What follows belongs to an exercise in optimizing a design on an open flow for small area; a production flow would make more cautious choices.
Where RTL was checked, it was by simulation tests only, not by an equivalence proof against the original.
Power is estimated from default activity; no workload was simulated.

## old
==> module id_regfile, before the edit <==
module id_regfile (
    input  logic                   clk,
    input  logic                   rst,
    input  logic                   we,
    input  id_stage_pkg::reg_idx_t rd,
    input  id_stage_pkg::word_t    wdata,
    input  id_stage_pkg::reg_idx_t rs1,
    input  id_stage_pkg::reg_idx_t rs2,
    output id_stage_pkg::word_t    rs1_val,
    output id_stage_pkg::word_t    rs2_val
);
    id_stage_pkg::word_t storage [1:31];
    logic [31:1]         unwritten;
    logic [31:1]         wsel;
    logic [31:1]         sel1;
    logic [31:1]         sel2;
    logic [3:0]          whi_n;
    logic [7:0]          wlo_n;
    logic [3:0]          hi1_n;
    logic [7:0]          lo1_n;
    logic [3:0]          hi2_n;
    logic [7:0]          lo2_n;
    for (genvar k = 0; k < 4; k++) begin : g_hi
        assign whi_n[k] = !(we && (rd[4:3] == k));
        assign hi1_n[k] = !(rs1[4:3] == k);
        assign hi2_n[k] = !(rs2[4:3] == k);
    end
    for (genvar k = 0; k < 8; k++) begin : g_lo
        assign wlo_n[k] = !(rd[2:0] == k);
        assign lo1_n[k] = !(rs1[2:0] == k);
        assign lo2_n[k] = !(rs2[2:0] == k);
    end
    for (genvar i = 1; i < 32; i++) begin : g_reg
        id_rf_nor2 u_wsel (.a(whi_n[i/8]), .b(wlo_n[i%8]), .y(wsel[i]));
        id_rf_nor3 u_sel1 (.a(hi1_n[i/8]), .b(lo1_n[i%8]), .c(unwritten[i]), .y(sel1[i]));
        id_rf_nor3 u_sel2 (.a(hi2_n[i/8]), .b(lo2_n[i%8]), .c(unwritten[i]), .y(sel2[i]));
        always_ff @(posedge clk) begin
            if (wsel[i]) begin
                storage[i] <= wdata;
            end
        end
        always_ff @(posedge clk) begin
            if (rst) begin
                unwritten[i] <= 1'b1;
            end else if (wsel[i]) begin
                unwritten[i] <= 1'b0;
            end
        end
    end
    for (genvar b = 0; b < 32; b++) begin : g_bit
        logic [10:0] grp1_n;
        logic [10:0] grp2_n;
        for (genvar g = 0; g < 10; g++) begin : g_grp
            id_rf_aoi3 u_aoi1 (
                .d0 (storage[3*g+1][b]), .s0 (sel1[3*g+1]),
                .d1 (storage[3*g+2][b]), .s1 (sel1[3*g+2]),
                .d2 (storage[3*g+3][b]), .s2 (sel1[3*g+3]),
                .y_n(grp1_n[g])
            );
            id_rf_aoi3 u_aoi2 (
                .d0 (storage[3*g+1][b]), .s0 (sel2[3*g+1]),
                .d1 (storage[3*g+2][b]), .s1 (sel2[3*g+2]),
                .d2 (storage[3*g+3][b]), .s2 (sel2[3*g+3]),
                .y_n(grp2_n[g])
            );
        end
        assign grp1_n[10] = ~(storage[31][b] & sel1[31]);
        assign grp2_n[10] = ~(storage[31][b] & sel2[31]);
        id_rf_nand11 u_or1 (.a_n(grp1_n), .y(rs1_val[b]));
        id_rf_nand11 u_or2 (.a_n(grp2_n), .y(rs2_val[b]));
    end
endmodule
==> module id_rf_nor3, before the edit <==
module id_rf_nor3 (
    input  logic a,
    input  logic b,
    input  logic c,
    output logic y
);
    assign y = !(a || b || c);
endmodule
==> flow/config.mk <==
export PLATFORM = sky130hd
export DESIGN_NAME = id_stage
export DESIGN_NICKNAME = id_stage
export VERILOG_FILES = /design/flow/design.v
export SDC_FILE = /design/flow/constraint.sdc
export NUM_CORES = 4
export LEC_CHECK = 0
export CAP_MARGIN = 20
export CORE_MARGIN = 2
export CORE_UTILIZATION = 55
export SLEW_MARGIN = 20
export SYNTH_HIERARCHICAL = 1
==> flow/constraint.sdc <==
create_clock -name core_clock -period 8.0 [get_ports {clk}]
set_input_delay 1.6000 -clock core_clock [delete_from_list [all_inputs] [get_ports {clk}]]
set_output_delay 1.6000 -clock core_clock [all_outputs]
set_load 0.01 [all_outputs]
standard.sh (not shown) runs the stock make flow with config.mk's settings and CLKGATE_MAP_FILE= SYNTH_SCRIPT=/design/flow/synth_recipe.tcl, a recipe that flattens the netlist after the stock synthesis.
==> flow/flow/run.sh <==
#!/bin/bash
# The standard layout, with small port buffers and a clock tree of fewer,
# larger leaf clusters and no dummy loads.
set -euo pipefail
export BUFFER_PORTS_ARGS="-buffer_cell sky130_fd_sc_hd__buf_1"
export CTS_ARGS="-sink_clustering_enable -repair_clock_nets -dont_use_dummy_load -sink_clustering_size 25 -sink_clustering_max_diameter 80 -buf_list {sky130_fd_sc_hd__clkbuf_8 sky130_fd_sc_hd__clkbuf_16}"
bash standard.sh > standard.log 2>&1
> inputs changed (old -> new)
diff --git a/flow/design.v b/flow/design.v
--- a/flow/design.v
+++ b/flow/design.v
@@ -84,6 +84,9 @@
     logic [31:1]         unwritten;
     logic [31:1]         wsel;
+    logic [31:1]         wselh;
     logic [31:1]         sel1;
     logic [31:1]         sel2;
+    logic [31:1]         sel1h;
+    logic [31:1]         sel2h;
     logic [3:0]          whi_n;
     logic [7:0]          wlo_n;
@@ -103,10 +106,20 @@
     end
     for (genvar i = 1; i < 32; i++) begin : g_reg
-        id_rf_nor2 u_wsel (.a(whi_n[i/8]), .b(wlo_n[i%8]), .y(wsel[i]));
-        id_rf_nor3 u_sel1 (.a(hi1_n[i/8]), .b(lo1_n[i%8]), .c(unwritten[i]), .y(sel1[i]));
-        id_rf_nor3 u_sel2 (.a(hi2_n[i/8]), .b(lo2_n[i%8]), .c(unwritten[i]), .y(sel2[i]));
+        id_rf_nor2 u_wsel  (.a(whi_n[i/8]), .b(wlo_n[i%8]), .y(wsel[i]));
+        id_rf_nor2 u_wselh (.a(whi_n[i/8]), .b(wlo_n[i%8]), .y(wselh[i]));
+        logic match1_n;
+        logic match2_n;
+        assign match1_n = hi1_n[i/8] || lo1_n[i%8];
+        assign match2_n = hi2_n[i/8] || lo2_n[i%8];
+        id_rf_nor2 u_sel1  (.a(match1_n), .b(unwritten[i]), .y(sel1[i]));
+        id_rf_nor2 u_sel2  (.a(match2_n), .b(unwritten[i]), .y(sel2[i]));
+        id_rf_nor2 u_sel1h (.a(match1_n), .b(unwritten[i]), .y(sel1h[i]));
+        id_rf_nor2 u_sel2h (.a(match2_n), .b(unwritten[i]), .y(sel2h[i]));
         always_ff @(posedge clk) begin
             if (wsel[i]) begin
-                storage[i] <= wdata;
+                storage[i][15:0] <= wdata[15:0];
+            end
+            if (wselh[i]) begin
+                storage[i][31:16] <= wdata[31:16];
             end
         end
@@ -122,20 +135,24 @@
         logic [10:0] grp1_n;
         logic [10:0] grp2_n;
+        logic [31:1] s1;
+        logic [31:1] s2;
+        assign s1 = (b < 16) ? sel1 : sel1h;
+        assign s2 = (b < 16) ? sel2 : sel2h;
         for (genvar g = 0; g < 10; g++) begin : g_grp
             id_rf_aoi3 u_aoi1 (
-                .d0 (storage[3*g+1][b]), .s0 (sel1[3*g+1]),
-                .d1 (storage[3*g+2][b]), .s1 (sel1[3*g+2]),
-                .d2 (storage[3*g+3][b]), .s2 (sel1[3*g+3]),
+                .d0 (storage[3*g+1][b]), .s0 (s1[3*g+1]),
+                .d1 (storage[3*g+2][b]), .s1 (s1[3*g+2]),
+                .d2 (storage[3*g+3][b]), .s2 (s1[3*g+3]),
                 .y_n(grp1_n[g])
             );
             id_rf_aoi3 u_aoi2 (
-                .d0 (storage[3*g+1][b]), .s0 (sel2[3*g+1]),
-                .d1 (storage[3*g+2][b]), .s1 (sel2[3*g+2]),
-                .d2 (storage[3*g+3][b]), .s2 (sel2[3*g+3]),
+                .d0 (storage[3*g+1][b]), .s0 (s2[3*g+1]),
+                .d1 (storage[3*g+2][b]), .s1 (s2[3*g+2]),
+                .d2 (storage[3*g+3][b]), .s2 (s2[3*g+3]),
                 .y_n(grp2_n[g])
             );
         end
-        assign grp1_n[10] = ~(storage[31][b] & sel1[31]);
-        assign grp2_n[10] = ~(storage[31][b] & sel2[31]);
+        assign grp1_n[10] = ~(storage[31][b] & s1[31]);
+        assign grp2_n[10] = ~(storage[31][b] & s2[31]);
         id_rf_nand11 u_or1 (.a_n(grp1_n), .y(rs1_val[b]));
         id_rf_nand11 u_or2 (.a_n(grp2_n), .y(rs2_val[b]));
@@ -166,12 +183,4 @@
     assign y = !(a || b);
 endmodule
-module id_rf_nor3 (
-    input  logic a,
-    input  logic b,
-    input  logic c,
-    output logic y
-);
-    assign y = !(a || b || c);
-endmodule
 `timescale 1ns/100ps
 module id_insn_validator (
Findings:
- Delay contributed by the slowest stage of the critical path up 20 ps in new wrt old
- NOTE total chip power old->new decreased slightly
- Re met2 track utilization from global routing: old and new aren't equal, and the higher value belongs to old.
- As far as share of power burned in the clock network is concerned, old and new perform about the same.
- Comparing new against old, there is no change at all in total stage count of the critical path.
- End of the critical path: branch_target[28] -> new, branch_target[29] -> old
- Compared new vs old, and part of the total power dissipated in combinational logic is down in new.
- Summary: with old as the reference, via count of the first global-routing pass in new moved up by a few percent.
- NOTE mean cell area of the mapped netlist old->new decreased by a few percent
- old and new ended up with nearly the same clock tree cell share of total cell area.
- Diff old..new | total of hold buffers inserted after clock tree synthesis | unchanged
- | first-pass GRT wire length | new vs old | better |
- Summary of new over old: relative slew slack now sits lower; power in combinational cells now sits lower; clock distribution power now sits at about the same level.

---

== main ==
The RTL this note starts from:
==> flow/design.v <==
`timescale 1ns/100ps
package rv_isa_pkg;
    typedef enum logic [4:0] {
        LOAD     = 5'b00000,
        MISC_MEM = 5'b00011,
        OP_IMM   = 5'b00100,
        AUIPC    = 5'b00101,
        STORE    = 5'b01000,
        OP       = 5'b01100,
        LUI      = 5'b01101,
        BRANCH   = 5'b11000,
        JALR     = 5'b11001,
        JAL      = 5'b11011,
        SYSTEM   = 5'b11100
    } opcode_e;
    typedef enum logic [2:0] {
        ADD = 3'b000,
        SLL = 3'b001,
        SRL = 3'b101
    } funct3_alu_e;
    typedef enum logic [4-1:0] {
        ILLEGAL_INSN = 4'd2
    } cause_e;
endpackage
`timescale 1ns/100ps
package id_stage_pkg;
    typedef logic [32-1:0] word_t;
    typedef logic [32-1:1] pc_t;
    typedef logic [5-1:0] reg_idx_t;
    typedef logic [4-1:0] cause_t;
endpackage
`timescale 1ns/100ps
module id_issue_ctrl (
    input  logic                 clk,
    input  logic                 rst,
    input  logic                 stall,
    input  logic                 clear,
    input  logic                 d_valid,
    input  id_stage_pkg::pc_t    d_pc,
    input  id_stage_pkg::word_t  d_insn,
    input  logic                 d_trap,
    input  id_stage_pkg::cause_t d_cause,
    input  logic                 insn_valid,
    output logic                 r_valid,
    output id_stage_pkg::pc_t    r_pc,
    output id_stage_pkg::word_t  r_insn,
    output logic                 r_trap,
    output id_stage_pkg::cause_t r_cause,
    output logic                 q_valid,
    output logic                 q_trap,
    output id_stage_pkg::cause_t q_cause
);
    always_ff @(posedge clk) begin
        if (rst) begin
            r_valid <= 1'b0;
            r_trap  <= 1'b0;
            r_insn  <= '0;
        end else if (!stall) begin
            r_valid <= d_valid;
            r_pc    <= d_pc;
            r_insn  <= d_insn;
            r_trap  <= d_trap;
            r_cause <= d_cause;
        end
    end
    assign q_valid = r_valid && !clear && insn_valid;
    assign q_trap  = !clear && (r_trap || (r_valid && !insn_valid));
    assign q_cause = r_trap ? r_cause
                            : id_stage_pkg::cause_t'(rv_isa_pkg::ILLEGAL_INSN);
endmodule
`timescale 1ns/100ps
module id_regfile (
    input  logic                   clk,
    input  logic                   rst,
    input  logic                   we,
    input  id_stage_pkg::reg_idx_t rd,
    input  id_stage_pkg::word_t    wdata,
    input  id_stage_pkg::reg_idx_t rs1,
    input  id_stage_pkg::reg_idx_t rs2,
    output id_stage_pkg::word_t    rs1_val,
    output id_stage_pkg::word_t    rs2_val
);
    id_stage_pkg::word_t storage [0:32-1];
    assign rs1_val = storage[rs1];
    assign rs2_val = storage[rs2];
    always_ff @(posedge clk) begin
        if (rst) begin
            for (int i = 0; i < 32; i++) begin
                storage[i] <= '0;
            end
        end else if (we && rd != '0) begin
            storage[rd] <= wdata;
        end
    end
endmodule
`timescale 1ns/100ps
module id_insn_validator (
    input  id_stage_pkg::word_t insn,
    output logic      insn_valid
);
    rv_isa_pkg::opcode_e opcode;
    logic [2:0]          funct3;
    logic [6:0]          funct7;
    logic                valid_op_imm;
    logic                valid_op;
    logic                valid_system;
    assign opcode = rv_isa_pkg::opcode_e'(insn[6:2]);
    assign funct3 = insn[14:12];
    assign funct7 = insn[31:25];
    always_comb begin
        if (funct3 == rv_isa_pkg::SLL) begin
            valid_op_imm = (funct7 == 7'b0000000);
        end else if (funct3 == rv_isa_pkg::SRL) begin
            valid_op_imm = (funct7 == 7'b0000000) || (funct7 == 7'b0100000);
        end else begin
            valid_op_imm = 1'b1;
        end
    end
    always_comb begin
        case (funct7)
            7'b0000000: valid_op = 1'b1;
            7'b0000001: valid_op = 1'b1;
            7'b0100000: valid_op = (funct3 == rv_isa_pkg::ADD) || (funct3 == rv_isa_pkg::SRL);
            default:    valid_op = 1'b0;
        endcase
    end
    always_comb begin
        if (funct3 == 3'b000) begin
            case (insn[31:20])
                12'h000, 12'h001, 12'h302, 12'h105: valid_system = 1'b1;
                default:                            valid_system = 1'b0;
            endcase
        end else begin
            valid_system = (funct3 != 3'b100);
        end
    end
    always_comb begin
        if (insn[1:0] != 2'b11) begin
            insn_valid = 1'b0;
        end else begin
            case (opcode)
                rv_isa_pkg::LOAD:     insn_valid = (funct3 != 3'b011) && (funct3 < 3'b110);
                rv_isa_pkg::STORE:    insn_valid = (funct3 <= 3'b010);
                rv_isa_pkg::MISC_MEM: insn_valid = (funct3[2:1] == 2'b00);
                rv_isa_pkg::OP_IMM:   insn_valid = valid_op_imm;
                rv_isa_pkg::OP:       insn_valid = valid_op;
                rv_isa_pkg::AUIPC:    insn_valid = 1'b1;
                rv_isa_pkg::LUI:      insn_valid = 1'b1;
                rv_isa_pkg::BRANCH:   insn_valid = funct3[2] || !funct3[1];
                rv_isa_pkg::JALR:     insn_valid = (funct3 == 3'b000);
                rv_isa_pkg::JAL:      insn_valid = 1'b1;
                rv_isa_pkg::SYSTEM:   insn_valid = valid_system;
                default:              insn_valid = 1'b0;
            endcase
        end
    end
endmodule
`timescale 1ns/100ps
module id_reg_usage (
    input  id_stage_pkg::word_t insn,
    output logic      use_rd
);
    rv_isa_pkg::opcode_e opcode;
    logic [2:0]          funct3;
    assign opcode = rv_isa_pkg::opcode_e'(insn[6:2]);
    assign funct3 = insn[14:12];
    always_comb begin
        case (opcode)
            rv_isa_pkg::LOAD,
            rv_isa_pkg::OP_IMM,
            rv_isa_pkg::AUIPC,
            rv_isa_pkg::OP,
            rv_isa_pkg::LUI,
            rv_isa_pkg::JALR,
            rv_isa_pkg::JAL: begin
                use_rd = 1'b1;
            end
            rv_isa_pkg::SYSTEM: begin
                use_rd = (funct3 != 3'b000);
            end
            default: begin
                use_rd = 1'b0;
            end
        endcase
    end
endmodule
`timescale 1ns/100ps
module id_branch_unit (
    input  id_stage_pkg::pc_t   pc,
    input  id_stage_pkg::word_t insn,
    input  id_stage_pkg::word_t rs1_val,
    input  logic                fw_rs1_bt,
    input  id_stage_pkg::word_t fw_val,
    output logic                is_xret,
    output logic                is_jump,
    output logic                is_branch,
    output logic                branch_predict,
    output id_stage_pkg::pc_t   branch_target,
    output logic                use_rs1_bt
);
    rv_isa_pkg::opcode_e opcode;
    id_stage_pkg::word_t imm_i;
    id_stage_pkg::word_t imm_b;
    id_stage_pkg::word_t imm_j;
    id_stage_pkg::word_t add_lhs;
    id_stage_pkg::word_t add_rhs;
    id_stage_pkg::word_t add_res;
    assign opcode = rv_isa_pkg::opcode_e'(insn[6:2]);
    assign imm_i = {{20{insn[31]}}, insn[31:20]};
    assign imm_b = {{20{insn[31]}}, insn[7], insn[30:25], insn[11:8], 1'b0};
    assign imm_j = {{12{insn[31]}}, insn[19:12], insn[20], insn[30:21], 1'b0};
    assign is_jump    = (opcode == rv_isa_pkg::JAL) || (opcode == rv_isa_pkg::JALR);
    assign is_branch  = (opcode == rv_isa_pkg::BRANCH);
    assign use_rs1_bt = (opcode == rv_isa_pkg::JALR);
    assign is_xret    = (opcode == rv_isa_pkg::SYSTEM) && (insn[14:12] == 3'b000)
                     && (insn[31:20] == 12'h302);
    assign branch_predict = insn[31];
    assign add_lhs = use_rs1_bt ? (fw_rs1_bt ? fw_val : rs1_val) : {pc, 1'b0};
    assign add_rhs = use_rs1_bt ? imm_i : (is_branch ? imm_b : imm_j);
    assign add_res = add_lhs + add_rhs;
    assign branch_target = add_res[32-1:1];
endmodule
`timescale 1ns/100ps
module id_stage (
    input  logic                   clk,
    input  logic                   rst,
    input  logic                   stall,
    input  logic                   clear,
    input  logic                   d_valid,
    input  id_stage_pkg::pc_t      d_pc,
    input  id_stage_pkg::word_t    d_insn,
    input  logic                   d_trap,
    input  id_stage_pkg::cause_t   d_cause,
    input  logic                   wb_we,
    input  id_stage_pkg::reg_idx_t wb_rd,
    input  id_stage_pkg::word_t    wb_wdata,
    input  logic                   fw_rs1_bt,
    input  id_stage_pkg::word_t    fw_val,
    output logic                   q_valid,
    output id_stage_pkg::pc_t      q_pc,
    output id_stage_pkg::word_t    q_insn,
    output logic                   q_use_rd,
    output id_stage_pkg::word_t    q_rs1_val,
    output id_stage_pkg::word_t    q_rs2_val,
    output logic                   q_branch,
    output logic                   q_branch_predict,
    output logic                   q_trap,
    output id_stage_pkg::cause_t   q_cause,
    output logic                   is_xret,
    output logic                   is_jump,
    output logic                   is_branch,
    output logic                   branch_predict,
    output id_stage_pkg::pc_t      branch_target,
    output logic                   use_rs1_bt
);
    logic insn_valid;
    logic                 r_valid;
    id_stage_pkg::pc_t    r_pc;
    id_stage_pkg::word_t  r_insn;
    logic                 r_trap;
    id_stage_pkg::cause_t r_cause;
    id_issue_ctrl u_issue_ctrl (
        .clk        (clk),
        .rst        (rst),
        .stall      (stall),
        .clear      (clear),
        .d_valid    (d_valid),
        .d_pc       (d_pc),
        .d_insn     (d_insn),
        .d_trap     (d_trap),
        .d_cause    (d_cause),
        .insn_valid (insn_valid),
        .r_valid    (r_valid),
        .r_pc       (r_pc),
        .r_insn     (r_insn),
        .r_trap     (r_trap),
        .r_cause    (r_cause),
        .q_valid    (q_valid),
        .q_trap     (q_trap),
        .q_cause    (q_cause)
    );
    id_regfile u_regfile (
        .clk     (clk),
        .rst     (rst),
        .we      (wb_we),
        .rd      (wb_rd),
        .wdata   (wb_wdata),
        .rs1     (r_insn[19:15]),
        .rs2     (r_insn[24:20]),
        .rs1_val (q_rs1_val),
        .rs2_val (q_rs2_val)
    );
    id_insn_validator u_validator (
        .insn       (r_insn),
        .insn_valid (insn_valid)
    );
    id_reg_usage u_reg_usage (
        .insn     (r_insn),
        .use_rd   (q_use_rd)
    );
    id_branch_unit u_branch_unit (
        .pc             (r_pc),
        .insn           (r_insn),
        .rs1_val        (q_rs1_val),
        .fw_rs1_bt      (fw_rs1_bt),
        .fw_val         (fw_val),
        .is_xret        (is_xret),
        .is_jump        (is_jump),
        .is_branch      (is_branch),
        .branch_predict (branch_predict),
        .branch_target  (branch_target),
        .use_rs1_bt     (use_rs1_bt)
    );
    assign q_pc             = r_pc;
    assign q_insn           = r_insn;
    assign q_branch         = is_branch;
    assign q_branch_predict = branch_predict;
endmodule
Settings: LEC_CHECK=0, CAP_MARGIN=20, CORE_MARGIN=2, CORE_UTILIZATION=40, SLEW_MARGIN=20; clock period 8.0 ns.
run.sh (not shown) runs the stock make flow with config.mk's settings and CLKGATE_MAP_FILE= SYNTH_SCRIPT=/design/flow/synth_recipe.tcl, a recipe that flattens the netlist after the stock synthesis.
Stock flow here: none of the scripts above is used.
--- input diff main..the feature branch ---
==> flow/design.v, changed modules only <==
module id_regfile (
    input  logic                   clk,
    input  logic                   rst,
    input  logic                   we,
    input  id_stage_pkg::reg_idx_t rd,
    input  id_stage_pkg::word_t    wdata,
    input  id_stage_pkg::reg_idx_t rs1,
    input  id_stage_pkg::reg_idx_t rs2,
    output id_stage_pkg::word_t    rs1_val,
    output id_stage_pkg::word_t    rs2_val
);
    id_stage_pkg::word_t        storage [1:32-1];
    logic [32-1:1]    written;
    logic [32-1:1]    wsel;
    logic [32-1:1]    sel1;
    logic [32-1:1]    sel2;
    always_comb begin
        for (int i = 1; i < 32; i++) begin
            wsel[i] = we && (rd == i[5-1:0]);
            sel1[i] = written[i] && (rs1 == i[5-1:0]);
            sel2[i] = written[i] && (rs2 == i[5-1:0]);
        end
    end
    always_comb begin
        rs1_val = '0;
        rs2_val = '0;
        for (int i = 1; i < 32; i++) begin
            rs1_val = rs1_val | (storage[i] & {32{sel1[i]}});
            rs2_val = rs2_val | (storage[i] & {32{sel2[i]}});
        end
    end
    always_ff @(posedge clk) begin
        for (int i = 1; i < 32; i++) begin
            if (wsel[i]) begin
                storage[i] <= wdata;
            end
        end
    end
    always_ff @(posedge clk) begin
        if (rst) begin
            written <= '0;
        end else begin
            written <= written | wsel;
        end
    end
endmodule
Findings:
[compare] base=main new=the feature branch: clock-buffer cell count decreased by 15 relative to the old numbers; post-route standard cell area excluding fillers decreased by 17% relative to the old numbers.
The lower maximum cell stage delay along the critical path came out of the feature branch.
The feature branch against main; detailed-route via count is up by a little under 10%.
Delta (the feature branch minus main): critical path depth picked up an extra 3; area of the mapped netlist fell 21%.
Die outline area for the feature branch: 31000 sq um down relative to main
met2 wire length for the feature branch is lower than for main.
Diff main -> the feature branch | total power | down by more than 10%
Net switching power | the feature branch below main
Relative to main, the DRC violation total after the first TritonRoute iteration measured on the feature branch has increased by more than half.
[the feature branch] first-pass GRT wire length rose 6.4% relative to main
Critical path endpoint: branch_target[28] -> the feature branch, branch_target[25] -> main
No functional check of the RTL was part of main.

## port drivers added, routing unchanged
How much do the figures lean on ideal ports? The routed layouts below were timed once more, with nothing changed but the port constraints. Step 1 assumes that a clkbuf_16 drives the clock port and a buf_2 every other input. Step 2 adds t to the input delays and takes it off the output delays; t is the mean of the earliest and latest rising clock arrival at the registers after step 1. Input paths then give back, and output paths get back, about the clock's delay inside the block. Three values: ideal ports, drivers, drivers and shift; two values: the first two.
run | shift t [ns] | setup slack, ns | latest minus earliest clock arrival (ns)
old | 0.714 | 0.221 / 0.144 / 0.857 | 0.096 / 0.097
new | 0.704 | 0.144 / 0.074 / 0.778 | 0.049 / 0.049
main | 0.837 | 0.182 / 0.102 / 0.687 | 0.037 / 0.036
the feature branch | 0.777 | 0.196 / 0.122 / 0.391 | 0.052 / 0.052
After both steps setup and hold are still met in every run listed.
